From an optimization exercise on the open Yosys and OpenROAD flow, aimed at small area and a short achievable clock period; shortcuts taken in it are not production practice.
Function was checked by simulation only, so behaviour that the tests miss may differ from the original.
Power figures rest on the tool's default switching activity, not on a simulated workload.

== job 103 ==
==> flow/design.v (excerpt) <==
module fp_mul_pipe (
  input  logic        clk,
  input  logic        rst_n,
  input  logic        in_valid,
  input  logic [3:0]  r_mode,
  input  logic [31:0] fp_X,
  input  logic [31:0] fp_Y,
  output logic        out_valid,
  output logic [31:0] fp_Z,
  output logic        ovrf,
  output logic        udrf
);
Size: roughly 1900 cells after synthesis, about 300 flip-flops, ~110 I/O pins.
export LEC_CHECK = 0
export CAP_MARGIN = 20
export CORE_MARGIN = 2
export CORE_UTILIZATION = 40
export CTS_BUF_LIST = sky130_fd_sc_hd__clkbuf_8
export CTS_CLUSTER_DIAMETER = 40
export CTS_CLUSTER_SIZE = 20
export GPL_ROUTABILITY_DRIVEN = 0
export SETUP_SLACK_MARGIN = 5.0
export SLEW_MARGIN = 20
export SYNTH_HIERARCHICAL = 1
export SYNTH_MINIMUM_KEEP_SIZE = 0
create_clock -name core_clock -period 8.5 [get_ports {clk}]
standard.sh (not shown) runs the stock make flow with config.mk's settings and CLKGATE_MAP_FILE= SYNTH_SCRIPT=/design/flow/synth_recipe.tcl, a recipe that flattens the netlist after the stock synthesis.
==> flow/flow/run.sh <==
#!/bin/bash
set -euo pipefail
MARGIN=5.3
sed -E "s/SETUP_SLACK_MARGIN=[-0-9.]+/SETUP_SLACK_MARGIN=${MARGIN}/" standard.sh > standard_margin.sh
grep -q "SETUP_SLACK_MARGIN=${MARGIN}" standard_margin.sh
bash standard_margin.sh > standard.log 2>&1
Job 103 finished every step from synthesis to the final layout, and the layout passed the timing, DRC and antenna checks.
Relative to job 103, the following input files were edited for job 105:
# job 103
export LEC_CHECK = 0
export CAP_MARGIN = 20
export CORE_MARGIN = 2
export CORE_UTILIZATION = 40
export CTS_BUF_LIST = sky130_fd_sc_hd__clkbuf_8
export CTS_CLUSTER_DIAMETER = 40
export CTS_CLUSTER_SIZE = 20
export GPL_ROUTABILITY_DRIVEN = 0
export SETUP_SLACK_MARGIN = 5.0
export SLEW_MARGIN = 20
export SYNTH_HIERARCHICAL = 1
export SYNTH_MINIMUM_KEEP_SIZE = 0
create_clock -name core_clock -period 8.5 [get_ports {clk}]
# job 105
export LEC_CHECK = 0
export CAP_MARGIN = 20
export CORE_MARGIN = 2
export CORE_UTILIZATION = 40
export CTS_BUF_LIST = sky130_fd_sc_hd__clkbuf_8
export CTS_CLUSTER_DIAMETER = 40
export CTS_CLUSTER_SIZE = 20
export SETUP_SLACK_MARGIN = 5.0
export SLEW_MARGIN = 20
export SYNTH_HIERARCHICAL = 1
export SYNTH_MINIMUM_KEEP_SIZE = 0
create_clock -name core_clock -period 8.5 [get_ports {clk}]
--- a/flow/flow/run.sh
+++ b/flow/flow/run.sh
@@ -1,5 +1,5 @@
 #!/bin/bash
 set -euo pipefail
-MARGIN=5.3
+MARGIN=5.5
 sed -E "s/SETUP_SLACK_MARGIN=[-0-9.]+/SETUP_SLACK_MARGIN=${MARGIN}/" standard.sh > standard_margin.sh
 grep -q "SETUP_SLACK_MARGIN=${MARGIN}" standard_margin.sh
--- outcome ---
On setup slack, job 103 loses to job 105.
Across both runs, relative contribution of the clock network to total power was lower for job 105 than for job 103.
Delta(clock group total power, job 105 - job 103) < 0
Job 105 vs job 103 — combinational group share of total power rose 2.9 points.

the reference run:
Another version of the RTL of fp_mul_pipe (not shown whole).
Size in the first run: roughly 300 flip-flops, ~110 I/O pins.
Settings: LEC_CHECK=0, CAP_MARGIN=20, CORE_MARGIN=2, CORE_UTILIZATION=40, CTS_BUF_LIST=sky130_fd_sc_hd__clkbuf_8, CTS_CLUSTER_DIAMETER=60, CTS_CLUSTER_SIZE=40, SETUP_SLACK_MARGIN=5.0, SLEW_MARGIN=20, SYNTH_HIERARCHICAL=1, SYNTH_MINIMUM_KEEP_SIZE=0; clock period 8.5 ns.
run.sh (not shown) runs the stock make flow with config.mk's settings and CLKGATE_MAP_FILE= SYNTH_SCRIPT=/design/flow/synth_recipe.tcl, a recipe that flattens the netlist after the stock synthesis.
Stock flow here: none of the scripts above is used.
Changes in the trial run relative to the reference run:
==> flow/flow/run.sh (new file) <==
#!/bin/bash
set -euo pipefail
MARGIN=5.3
sed -E "s/SETUP_SLACK_MARGIN=[-0-9.]+/SETUP_SLACK_MARGIN=${MARGIN}/" standard.sh > standard_margin.sh
grep -q "SETUP_SLACK_MARGIN=${MARGIN}" standard_margin.sh
bash standard_margin.sh > standard.log 2>&1
==> flow/standard.sh (new file) <==
#!/bin/bash
# synth_recipe.tcl (not shown) runs the flow's synth.tcl, then flattens the netlist and writes it again
# the make line also repeats each setting of config.mk as NAME=value (left out here)
make -C /OpenROAD-flow-scripts/flow DESIGN_CONFIG=/design/flow/config.mk WORK_HOME=/design/flow/orfs CLKGATE_MAP_FILE= SYNTH_SCRIPT=/design/flow/synth_recipe.tcl "${@:-finish}"
removed: flow/run.sh
- Looking at the reports, the trial run completed the entire flow and the layout it produced met the timing, DRC and antenna checks.
- No stage failed in the reference run, and the final checks on the layout all came back clean.
- Global-route wire length before repair of the trial run exceeds that of the reference run slightly.
- In the trial run, pre-CTS setup slack is higher than in the reference run.
- | clock network area share | the trial run vs the reference run | ≈ equal |
- The trial run vs. the reference run: hold slack moved down; length of routed met2 wiring moved up.

RTL: one of the versions met above, not the one the previous note started from.
Size: roughly 1900 cells after synthesis, about 300 flip-flops, ~21000 um^2 of cells after synthesis.
Settings: LEC_CHECK=0, CAP_MARGIN=20, CORE_MARGIN=2, CORE_UTILIZATION=40, CTS_BUF_LIST=sky130_fd_sc_hd__clkbuf_8, CTS_CLUSTER_DIAMETER=40, CTS_CLUSTER_SIZE=20, SETUP_SLACK_MARGIN=5.0, SLEW_MARGIN=20, SYNTH_HIERARCHICAL=1, SYNTH_MINIMUM_KEEP_SIZE=0; clock period 8.5 ns.
standard.sh (not shown) runs the stock make flow with config.mk's settings and CLKGATE_MAP_FILE= SYNTH_SCRIPT=/design/flow/synth_recipe.tcl, a recipe that flattens the netlist after the stock synthesis.
==> flow/flow/run.sh <==
#!/bin/bash
set -euo pipefail
MARGIN=5.35
sed -E "s/SETUP_SLACK_MARGIN=[-0-9.]+/SETUP_SLACK_MARGIN=${MARGIN}/" standard.sh > standard_margin.sh
grep -q "SETUP_SLACK_MARGIN=${MARGIN}" standard_margin.sh
bash standard_margin.sh > standard.log 2>&1
The first run finished with timing, DRC and antenna clean.
Next try:
==> flow/flow/run.sh (replaced) <==
#!/bin/bash
set -euo pipefail
MARGIN=5.2
sed -E "s/SETUP_SLACK_MARGIN=[-0-9.]+/SETUP_SLACK_MARGIN=${MARGIN}/" standard.sh > standard_margin.sh
grep -q "SETUP_SLACK_MARGIN=${MARGIN}" standard_margin.sh
bash standard_margin.sh > standard.log 2>&1
After rerunning:
- The new run passed the timing, DRC and antenna checks
- clock-buffer cell count is lower by 6
- synthesized area does not change
- synthesized cell count does not change
- total power drops by a few percent
- via count goes up slightly
- worst setup slack is worse by 0.12 ns

fp_mul_pipe with an RTL version that a note above also has.
Size in the first run: ~21000 um^2 of cells after synthesis.
make LEC_CHECK=0 CAP_MARGIN=20 CORE_MARGIN=2 CORE_UTILIZATION=40 CTS_BUF_LIST=sky130_fd_sc_hd__clkbuf_8 CTS_CLUSTER_DIAMETER=60 CTS_CLUSTER_SIZE=40 SETUP_SLACK_MARGIN=5.0 SLEW_MARGIN=20 SYNTH_HIERARCHICAL=1 SYNTH_MINIMUM_KEEP_SIZE=0 TNS_END_PERCENT=0 finish   # period 8.5 ns
run.sh (not shown) runs the stock make flow with config.mk's settings and CLKGATE_MAP_FILE= SYNTH_SCRIPT=/design/flow/synth_recipe.tcl, a recipe that flattens the netlist after the stock synthesis.
Stock flow here: none of the scripts above is used.
Next try:
- CAP_MARGIN: 20 -> 0
- SLEW_MARGIN: 20 -> 0
- TNS_END_PERCENT: 0 -> default
What happened: Final area increases slightly; routed wire length grows slightly; die area does not change; total power grows slightly; core utilization climbs by 0.22 points; area after synthesis is unchanged; combinational power grows slightly.

## run A
RTL: one of the versions met above, not the one the previous note started from.
Size in the first run: roughly 1900 cells after synthesis, about 300 flip-flops, about 110 I/O pins, roughly 21000 µm² of cells after synthesis.
Design fp_mul_pipe, start of the top module:
module fp_mul_pipe (
  input  logic        clk,
  input  logic        rst_n,
  input  logic        in_valid,
  input  logic [3:0]  r_mode,
  input  logic [31:0] fp_X,
  input  logic [31:0] fp_Y,
  output logic        out_valid,
  output logic [31:0] fp_Z,
  output logic        ovrf,
  output logic        udrf
);
==> flow/config.mk <==
export PLATFORM = sky130hd
export DESIGN_NAME = fp_mul_pipe
export DESIGN_NICKNAME = fp_mul_pipe
export VERILOG_FILES = /design/flow/design.v
export SDC_FILE = /design/flow/constraint.sdc
export NUM_CORES = 4
export LEC_CHECK = 0
export CAP_MARGIN = 20
export CORE_MARGIN = 2
export CORE_UTILIZATION = 40
export CTS_BUF_LIST = sky130_fd_sc_hd__clkbuf_8
export CTS_CLUSTER_DIAMETER = 40
export CTS_CLUSTER_SIZE = 20
export PLACE_DENSITY = 0.65
export SETUP_SLACK_MARGIN = 5.0
export SLEW_MARGIN = 20
export SYNTH_HIERARCHICAL = 1
export SYNTH_MINIMUM_KEEP_SIZE = 0
==> flow/constraint.sdc <==
create_clock -name core_clock -period 8.5 [get_ports {clk}]
set_input_delay 1.7000 -clock core_clock [delete_from_list [all_inputs] [get_ports {clk}]]
set_output_delay 1.7000 -clock core_clock [all_outputs]
set_load 0.01 [all_outputs]
standard.sh (not shown) runs the stock make flow with config.mk's settings and CLKGATE_MAP_FILE= SYNTH_SCRIPT=/design/flow/synth_recipe.tcl, a recipe that flattens the netlist after the stock synthesis.
==> flow/flow/run.sh <==
#!/bin/bash
set -euo pipefail
MARGIN=5.3
sed -E "s/SETUP_SLACK_MARGIN=[-0-9.]+/SETUP_SLACK_MARGIN=${MARGIN}/" standard.sh > standard_margin.sh
grep -q "SETUP_SLACK_MARGIN=${MARGIN}" standard_margin.sh
bash standard_margin.sh > standard.log 2>&1
Having completed the whole flow, run A delivered a layout that passed the timing, DRC and antenna checks.
diff inputs: run A => run B
- changing CTS_BUF_LIST from sky130_fd_sc_hd__clkbuf_8 to sky130_fd_sc_hd__clkbuf_4 sky130_fd_sc_hd__clkbuf_8
- removing PLACE_DENSITY (formerly 0.65)
## What came out
Any difference in hold slack between run A and run B is small enough to ignore.
Comparing run A and run B, setup clock skew after layout is lower on run B.
Run A and run B ended up with roughly the same clock network area share.
What run C does differently from run B at the input level:
- swapping sky130_fd_sc_hd__clkbuf_4 sky130_fd_sc_hd__clkbuf_8 for sky130_fd_sc_hd__clkbuf_8 in CTS_BUF_LIST
==> comparison <==
- [compare] base=run B new=run C: fmax down 0.0020 GHz, post-route met1 wirelength stayed essentially flat, wire length roughly the same.
- Run B and run C ended up with nearly the same synthesis-to-finish area growth.
- Tightest hold margin: run C vs run B — no meaningful difference
- In the tables for run B and run C, minimum clock period reads lower with run B.
- There was hardly any difference in relative area of non-clock buffer cells in the final design between run C and run B.
- NOTE: share of total power in combinational logic in run C exceeds that of run B
- Post-route standard cell area excluding fillers delta (run C -> run B): insignificant
- Changes observed in run C relative to run B: share of total power in sequential cells shows no meaningful change, total power roughly the same.

[static timing again, ports no longer ideal]
No port has a modelled driver above. Below, the same layouts with a new extraction and two added sets of constraints. Step 1 assumes that a clkbuf_16 drives the clock port and a buf_2 every other input. Step 2, shift: input delay + t, output delay - t, t = (earliest + latest rising clock arrival at the registers) / 2. This alone moves slack from input paths to output paths. Three values: ideal, step 1, step 2; two values: the first two.
run | t (ns) | setup slack, ns | worst setup path after step 2 | latest minus earliest clock arrival (ns) | worst data-port slew with drivers (ns)
job 103 | 0.682 | 5.309 / 5.327 / 4.655 | input to register | 0.051 / 0.051 | 0.06
job 105 | 0.677 | 5.436 / 5.436 / 4.935 | input to register | 0.053 / 0.053 | 0.04
the reference run | 0.698 | 5.161 / 5.161 / 4.682 | input to register | 0.043 / 0.042 | 0.06
the trial run | 0.700 | 5.129 / 5.129 / 4.847 | input to register | 0.033 / 0.033 | 0.06
the first run of note 3 | 0.689 | 5.371 / 5.371 / 4.800 | input to register | 0.040 / 0.040 | 0.06
the second run of note 3 | 0.680 | 5.254 / 5.231 / 4.688 | input to register | 0.036 / 0.036 | 0.06
the first run of note 4 | 0.700 | 5.010 / 5.010 / 4.683 | input to register | 0.045 / 0.045 | 0.06
the second run of note 4 | 0.698 | 5.161 / 5.161 / 4.682 | input to register | 0.043 / 0.042 | 0.06
run A | 0.679 | 5.231 / 5.231 / 4.754 | input to register | 0.050 / 0.050 | 0.04
run B | 0.682 | 5.377 / 5.377 / 4.749 | input to register | 0.048 / 0.048 | 0.06
run C | 0.685 | 5.357 / 5.357 / 4.749 | input to register | 0.049 / 0.048 | 0.06
After both steps setup and hold are still met in every run listed. The setup slack of job 103, which loses most, moves by +0.018 ns with the drivers and by -0.654 ns with both steps.
